From an optimization exercise on the open Yosys and OpenROAD flow, aimed at small area and a short achievable clock period; shortcuts taken in it are not production practice.
RTL that was checked went through simulation tests only; none was proved equivalent to the original.
Power figures rest on the tool's default switching activity, not on a simulated workload.

## fifo_flags_top
module fifo_flags_top (
  input  logic        clk,
  input  logic        rst_n,
  input  logic        winc,
  input  logic [31:0] wdata,
  input  logic        wclr_err,
  output logic        wfull,
  output logic        walmost_full,
  output logic        woverflow,
  output logic [6:0]  wlevel,
  input  logic        rinc,
  input  logic        rclr_err,
  output logic [31:0] rdata,
  output logic        rempty,
  output logic        ralmost_empty,
  output logic        runderflow,
  output logic [6:0]  rlevel
);
  async_fifo_flags #(
    .WIDTH(32), .DEPTH(64), .SYNC_STAGES(2), .AF_LEVEL(60), .AE_LEVEL(4), .FWFT(0)
  ) u_fifo (
    .wclk(clk), .rclk(clk), .rst_n(rst_n),
    .winc(winc), .wdata(wdata), .wclr_err(wclr_err),
    .wfull(wfull), .walmost_full(walmost_full), .woverflow(woverflow), .wlevel(wlevel),
    .rinc(rinc), .rclr_err(rclr_err), .rdata(rdata), .rempty(rempty),
    .ralmost_empty(ralmost_empty), .runderflow(runderflow), .rlevel(rlevel)
  );
endmodule
Size in the first run: about 4200 cells after synthesis, roughly 90 I/O pins, roughly 0.077 mm² of cells after synthesis.
clock: 4.0 ns
lec_check: 0
cap_margin: 20
core_margin: 2
core_utilization: 65
place_density: 0.75
slew_margin: 20
run.sh (not shown) runs the stock make flow with config.mk's settings and CLKGATE_MAP_FILE= SYNTH_SCRIPT=/design/flow/synth_recipe.tcl, a recipe that flattens the netlist after the stock synthesis.
Then changed:
CORE_UTILIZATION = 60   (was 65)
CTS_CLUSTER_DIAMETER = 100   (was not set)
CTS_CLUSTER_SIZE = 30   (was not set)
PLACE_DENSITY = 0.7   (was 0.75)
SETUP_SLACK_MARGIN = 1.75   (was not set)
Result:
- The new run ran to the end with no violations
- clock-buffer cell count goes down by 137
- wire length goes up by 6.6%
- worst setup slack improves by 0.63 ns
- area after synthesis stays the same

* * *

lane 1:
Starting RTL as in the previous note.
## fifo_flags_top
module fifo_flags_top (
  input  logic        clk,
  input  logic        rst_n,
  input  logic        winc,
  input  logic [31:0] wdata,
  input  logic        wclr_err,
  output logic        wfull,
  output logic        walmost_full,
  output logic        woverflow,
  output logic [6:0]  wlevel,
  input  logic        rinc,
  input  logic        rclr_err,
  output logic [31:0] rdata,
  output logic        rempty,
  output logic        ralmost_empty,
  output logic        runderflow,
  output logic [6:0]  rlevel
);
clock: 4.0 ns
lec_check: 0
cap_margin: 20
core_margin: 2
core_utilization: 65
cts_buf_list: sky130_fd_sc_hd__clkbuf_8
cts_cluster_size: 30
place_density: 0.75
setup_slack_margin: 1.8
slew_margin: 20
For lane 2, these inputs were changed with respect to lane 1:
- clearing PLACE_DENSITY, which used to be 0.75
- clearing CTS_CLUSTER_SIZE, which used to be 30
- clearing CTS_BUF_LIST, which used to be sky130_fd_sc_hd__clkbuf_8
- clearing SETUP_SLACK_MARGIN, which used to be 1.8
- swapping 65 for 40 in CORE_UTILIZATION
Notes after the runs:
Looking at the reports, lane 2 completed the entire flow and the layout it produced met the timing, design-rule and antenna checks. Delta(number of H-tree branching levels, lane 2 - lane 1) < 0. Classification of the worst-slack hold path = primary input to flop: lane 1; classification of the worst-slack hold path = primary input to asynchronous set/reset pin: lane 2. Final-layout clock-cell area share (higher): lane 2. Total number of multi-input combinational cells: lane 1 vs lane 2 identical. A beginning of the critical path of u_fifo.rlo_q[6]$_DFFE_PN0P_ is what lane 1 shows, while u_fifo.rlo_q[4]$_DFFE_PN0P_ belongs to lane 2. Cmp lane 1 and lane 2 / fraction of met3 tracks used by global routing / lower: lane 2. Of lane 1 and lane 2, the higher critical path depth in cells belongs to lane 2.
## Diff of input files: lane 3 against lane 2
- CORE_UTILIZATION now 65, was 40
- PLACE_DENSITY now 0.75, previously not set
- SETUP_SLACK_MARGIN now 1.8, previously not set
--- outcome ---
- Lane 3 vs lane 2: height of the die down by more than 10%
- Diff lane 2..lane 3 | quantity of I/O buffers inserted on ports | unchanged
- Diff lane 2 -> lane 3: clock-buffer cell count now sits higher, met2 layer usage reported by global route now sits higher.
- Slowest cell on the critical path = nand4_1: lane 3; slowest cell on the critical path = a221oi_1: lane 2

* * *

## 04-24
fifo_flags_top, a different RTL version from the one above (not shown whole).
Size: ~4700 cells after synthesis, about 2300 flip-flops, roughly 84000 um2 of cells after synthesis.
Design fifo_flags_top, start of the top module:
module fifo_flags_top (
  input  logic        clk,
  input  logic        rst_n,
  input  logic        winc,
  input  logic [31:0] wdata,
  input  logic        wclr_err,
  output logic        wfull,
  output logic        walmost_full,
  output logic        woverflow,
  output logic [6:0]  wlevel,
  input  logic        rinc,
  input  logic        rclr_err,
  output logic [31:0] rdata,
  output logic        rempty,
  output logic        ralmost_empty,
  output logic        runderflow,
  output logic [6:0]  rlevel
);
export LEC_CHECK = 0
export CAP_MARGIN = 20
export CORE_MARGIN = 2
export CORE_UTILIZATION = 63
export CTS_CLUSTER_DIAMETER = 100
export CTS_CLUSTER_SIZE = 30
export PLACE_DENSITY = 0.72
export SETUP_SLACK_MARGIN = 1.8
export SLEW_MARGIN = 20
create_clock -name core_clock -period 4.0 [get_ports {clk}]
No stage failed in 04-24, and the final checks on the layout all came back clean.
The inputs of 10-23 differ from those of 04-24 as listed below.
diff --git a/flow/config.mk b/flow/config.mk
--- a/flow/config.mk
+++ b/flow/config.mk
@@ -10 +10 @@
-export CORE_UTILIZATION = 63
+export CORE_UTILIZATION = 60
@@ -13 +13 @@
-export PLACE_DENSITY = 0.72
+export PLACE_DENSITY = 0.7
### Flow results
04-24 -> 10-23: combinational gate power flat
10-23 vs. 04-24: area of the multi-input gates now sits lower, setup slack increased 0.084 ns.
Diff 04-24..10-23 | synthesized area per cell | negligible
On overall routed net length, the lower figure sits with 04-24, not 10-23.
For via count, 10-23 and 04-24 come out practically identical.
[compare] base=04-24 new=10-23: quantity of gates resized following cts increased 13%; count of final hold-check violations essentially unchanged; register bit count reported by yosys essentially unchanged.
No run of this note included a check of the RTL's function; only the layout flow was run.

* * *

Setup of exp/indigo:
Another version of the RTL of fifo_flags_top (not shown whole).
Size: about 4,700 cells after synthesis, ~2,300 flip-flops.
export LEC_CHECK = 0
export CAP_MARGIN = 20
export CORE_MARGIN = 2
export CORE_UTILIZATION = 65
export CTS_CLUSTER_DIAMETER = 100
export CTS_CLUSTER_SIZE = 30
export PLACE_DENSITY = 0.75
export SETUP_SLACK_MARGIN = 1.85
export SLEW_MARGIN = 20
create_clock -name core_clock -period 4.0 [get_ports {clk}]
--- input diff exp/indigo..exp/raven ---
# exp/indigo
export LEC_CHECK = 0
export CAP_MARGIN = 20
export CORE_MARGIN = 2
export CORE_UTILIZATION = 65
export CTS_CLUSTER_DIAMETER = 100
export CTS_CLUSTER_SIZE = 30
export PLACE_DENSITY = 0.75
export SETUP_SLACK_MARGIN = 1.85
export SLEW_MARGIN = 20
create_clock -name core_clock -period 4.0 [get_ports {clk}]
# exp/raven
export LEC_CHECK = 0
export CAP_MARGIN = 20
export CORE_MARGIN = 2
export CORE_UTILIZATION = 60
export CTS_CLUSTER_DIAMETER = 100
export CTS_CLUSTER_SIZE = 30
export PLACE_DENSITY = 0.7
export SETUP_SLACK_MARGIN = 1.75
export SLEW_MARGIN = 20
create_clock -name core_clock -period 4.0 [get_ports {clk}]
Findings:
Delta (exp/raven minus exp/indigo): first-pass iteration count of the detailed router shrank by 3; highest fanout seen on the critical path shrank by 10; data required time of the critical path shrank by 1.43 ns; post-CTS resize count shrank by about 34%. u_fifo.g_reg.rdata_q[29] as the worst setup path startpoint was reported by exp/raven, and u_fifo.rlo_q[6][3] by exp/indigo. exp/raven vs exp/indigo — first-iteration DRC count rose 2.1%. Taking exp/indigo as the reference, in exp/raven total design power neither gained nor lost much; clock-buffer cell count picked up an extra 1; sequential share of layout area picked up an extra 0.73 points; clock transition at the registers of the reported paths neither gained nor lost much.
> inputs changed (exp/raven -> exp/lagoon)
# exp/raven
export LEC_CHECK = 0
export CAP_MARGIN = 20
export CORE_MARGIN = 2
export CORE_UTILIZATION = 60
export CTS_CLUSTER_DIAMETER = 100
export CTS_CLUSTER_SIZE = 30
export PLACE_DENSITY = 0.7
export SETUP_SLACK_MARGIN = 1.75
export SLEW_MARGIN = 20
create_clock -name core_clock -period 4.0 [get_ports {clk}]
# exp/lagoon
export LEC_CHECK = 0
export CAP_MARGIN = 20
export CORE_MARGIN = 2
export CORE_UTILIZATION = 64
export CTS_CLUSTER_DIAMETER = 100
export CTS_CLUSTER_SIZE = 30
export PLACE_DENSITY = 0.73
export SETUP_SLACK_MARGIN = 1.8
export SLEW_MARGIN = 20
create_clock -name core_clock -period 4.0 [get_ports {clk}]
==> results.txt <==
Cmp exp/raven and exp/lagoon / number of diodes added for antenna fixing / lower: exp/lagoon
exp/lagoon against exp/raven: fraction of area in multi-input gates held steady; fraction of met1 tracks used by global routing went down by 0.54 points.
Changes in exp/cedar relative to exp/lagoon:
# exp/lagoon
export LEC_CHECK = 0
export CAP_MARGIN = 20
export CORE_MARGIN = 2
export CORE_UTILIZATION = 64
export CTS_CLUSTER_DIAMETER = 100
export CTS_CLUSTER_SIZE = 30
export PLACE_DENSITY = 0.73
export SETUP_SLACK_MARGIN = 1.8
export SLEW_MARGIN = 20
create_clock -name core_clock -period 4.0 [get_ports {clk}]
# exp/cedar
export LEC_CHECK = 0
export CAP_MARGIN = 20
export CORE_MARGIN = 2
export CORE_UTILIZATION = 63
export CTS_CLUSTER_DIAMETER = 100
export CTS_CLUSTER_SIZE = 30
export PLACE_DENSITY = 0.72
export SETUP_SLACK_MARGIN = 1.8
export SLEW_MARGIN = 20
create_clock -name core_clock -period 4.0 [get_ports {clk}]
--- outcome ---
Changes observed in exp/cedar relative to exp/lagoon: global-route usage has decreased; worst vdd rail ir drop has increased.
In exp/cedar, growth of design area from synthesis to finish is lower than in exp/lagoon.
exp/cedar ends up with a setup slack that is 0.063 ns higher than in exp/lagoon.

* * *

Another version of the RTL of fifo_flags_top (not shown whole).
Size: about 4300 cells after synthesis, roughly 90 I/O pins, roughly 0.078 mm² of cells after synthesis.
Settings: LEC_CHECK=0, CAP_MARGIN=20, CORE_MARGIN=2, CORE_UTILIZATION=60, CTS_CLUSTER_DIAMETER=100, CTS_CLUSTER_SIZE=25, PLACE_DENSITY=0.7, SETUP_SLACK_MARGIN=1.75, SLEW_MARGIN=20, TNS_END_PERCENT=20; clock period 4.0 ns.
==> next run, changes <==
- CORE_UTILIZATION: 60 -> 63
- CTS_CLUSTER_SIZE: 25 -> 30
- PLACE_DENSITY: 0.7 -> 0.72
- TNS_END_PERCENT: 20 -> unset
After rerunning: Design area hardly moves; die area went down by a few percent; wire length grows slightly; setup slack gets better by 0.22 ns; total power decreases slightly; via count rises slightly; clock power fell by a little under a tenth; clock-buffer cell count drops by 27; worst hold slack improved by 0.053 ns.
==> next run, changes <==
- CORE_UTILIZATION: 63 -> 70
- CTS_CLUSTER_DIAMETER: 100 -> unset
- CTS_CLUSTER_SIZE: 30 -> unset
- PLACE_DENSITY: 0.72 -> 0.8
- SETUP_SLACK_MARGIN: 1.75 -> 1.7
After rerunning: The changed run completed, yet does not pass: antenna violations; routed wire length climbs by 11%; utilization rose by 12 points; via count came out higher by 10%; sequential share of layout area fell by 2.9 points; cell area rises by 4.1%.
==> next run, changes <==
- CORE_UTILIZATION: 70 -> 60
- CTS_CLUSTER_DIAMETER: unset -> 100
- CTS_CLUSTER_SIZE: unset -> 30
- PLACE_DENSITY: 0.8 -> 0.7
- SETUP_SLACK_MARGIN: 1.7 -> 1.75
After rerunning: This time the run passed the timing, design-rule and antenna checks; total power decreases by 17%; final cell count increases by 0.69%; area after synthesis is unchanged; die area increases by 16%.

what the ideal ports hide:
The results above use ideal ports. As a check the final layouts listed here were re-extracted and re-timed, cells and wires unchanged. Step 1, drivers: a clkbuf_16 drives clk and a buf_2 each remaining input, both assumed. Step 2 times the ports against the registers' clock, not the clock port: input delays grow and output delays shrink by t, the midpoint of the rising clock arrivals with the driver on. Three values: ideal, step 1, step 2; two values: the first two.
run | t (ns) | slack for setup (ns) | worst setup path at the end
the first run of note 1 | 0.885 | 0.776 / 0.776 / 0.283 | input to register
the second run of note 1 | 0.808 | 1.403 / 1.403 / 1.240 | input to register
lane 1 | 1.079 | 1.360 / 1.360 / 0.901 | input to register
lane 2 | 0.921 | 0.666 / 0.666 / 0.609 | input to register
lane 3 | 0.886 | 1.410 / 1.410 / 1.062 | input to register
04-24 | 0.812 | 1.670 / 1.670 / 1.235 | input to register
10-23 | 0.821 | 1.754 / 1.676 / 1.058 | input to register
exp/indigo | 0.812 | 1.735 / 1.704 / 1.118 | input to register
exp/raven | 0.825 | 1.697 / 1.614 / 1.012 | input to register
exp/lagoon | 0.804 | 1.692 / 1.646 / 1.063 | input to register
exp/cedar | 0.823 | 1.754 / 1.728 / 1.220 | input to register
the first run of note 5 | 0.845 | 1.377 / 1.377 / 0.850 | input to register
the second run of note 5 | 0.807 | 1.598 / 1.598 / 1.002 | input to register
the third run of note 5 | 0.911 | 1.165 / 1.165 / 0.808 | input to register
the fourth run of note 5 | 0.798 | 1.581 / 1.581 / 1.018 | input to register
For 10-23, which loses most, drivers alone change the setup slack by -0.078 ns; drivers and shift together by -0.696 ns.
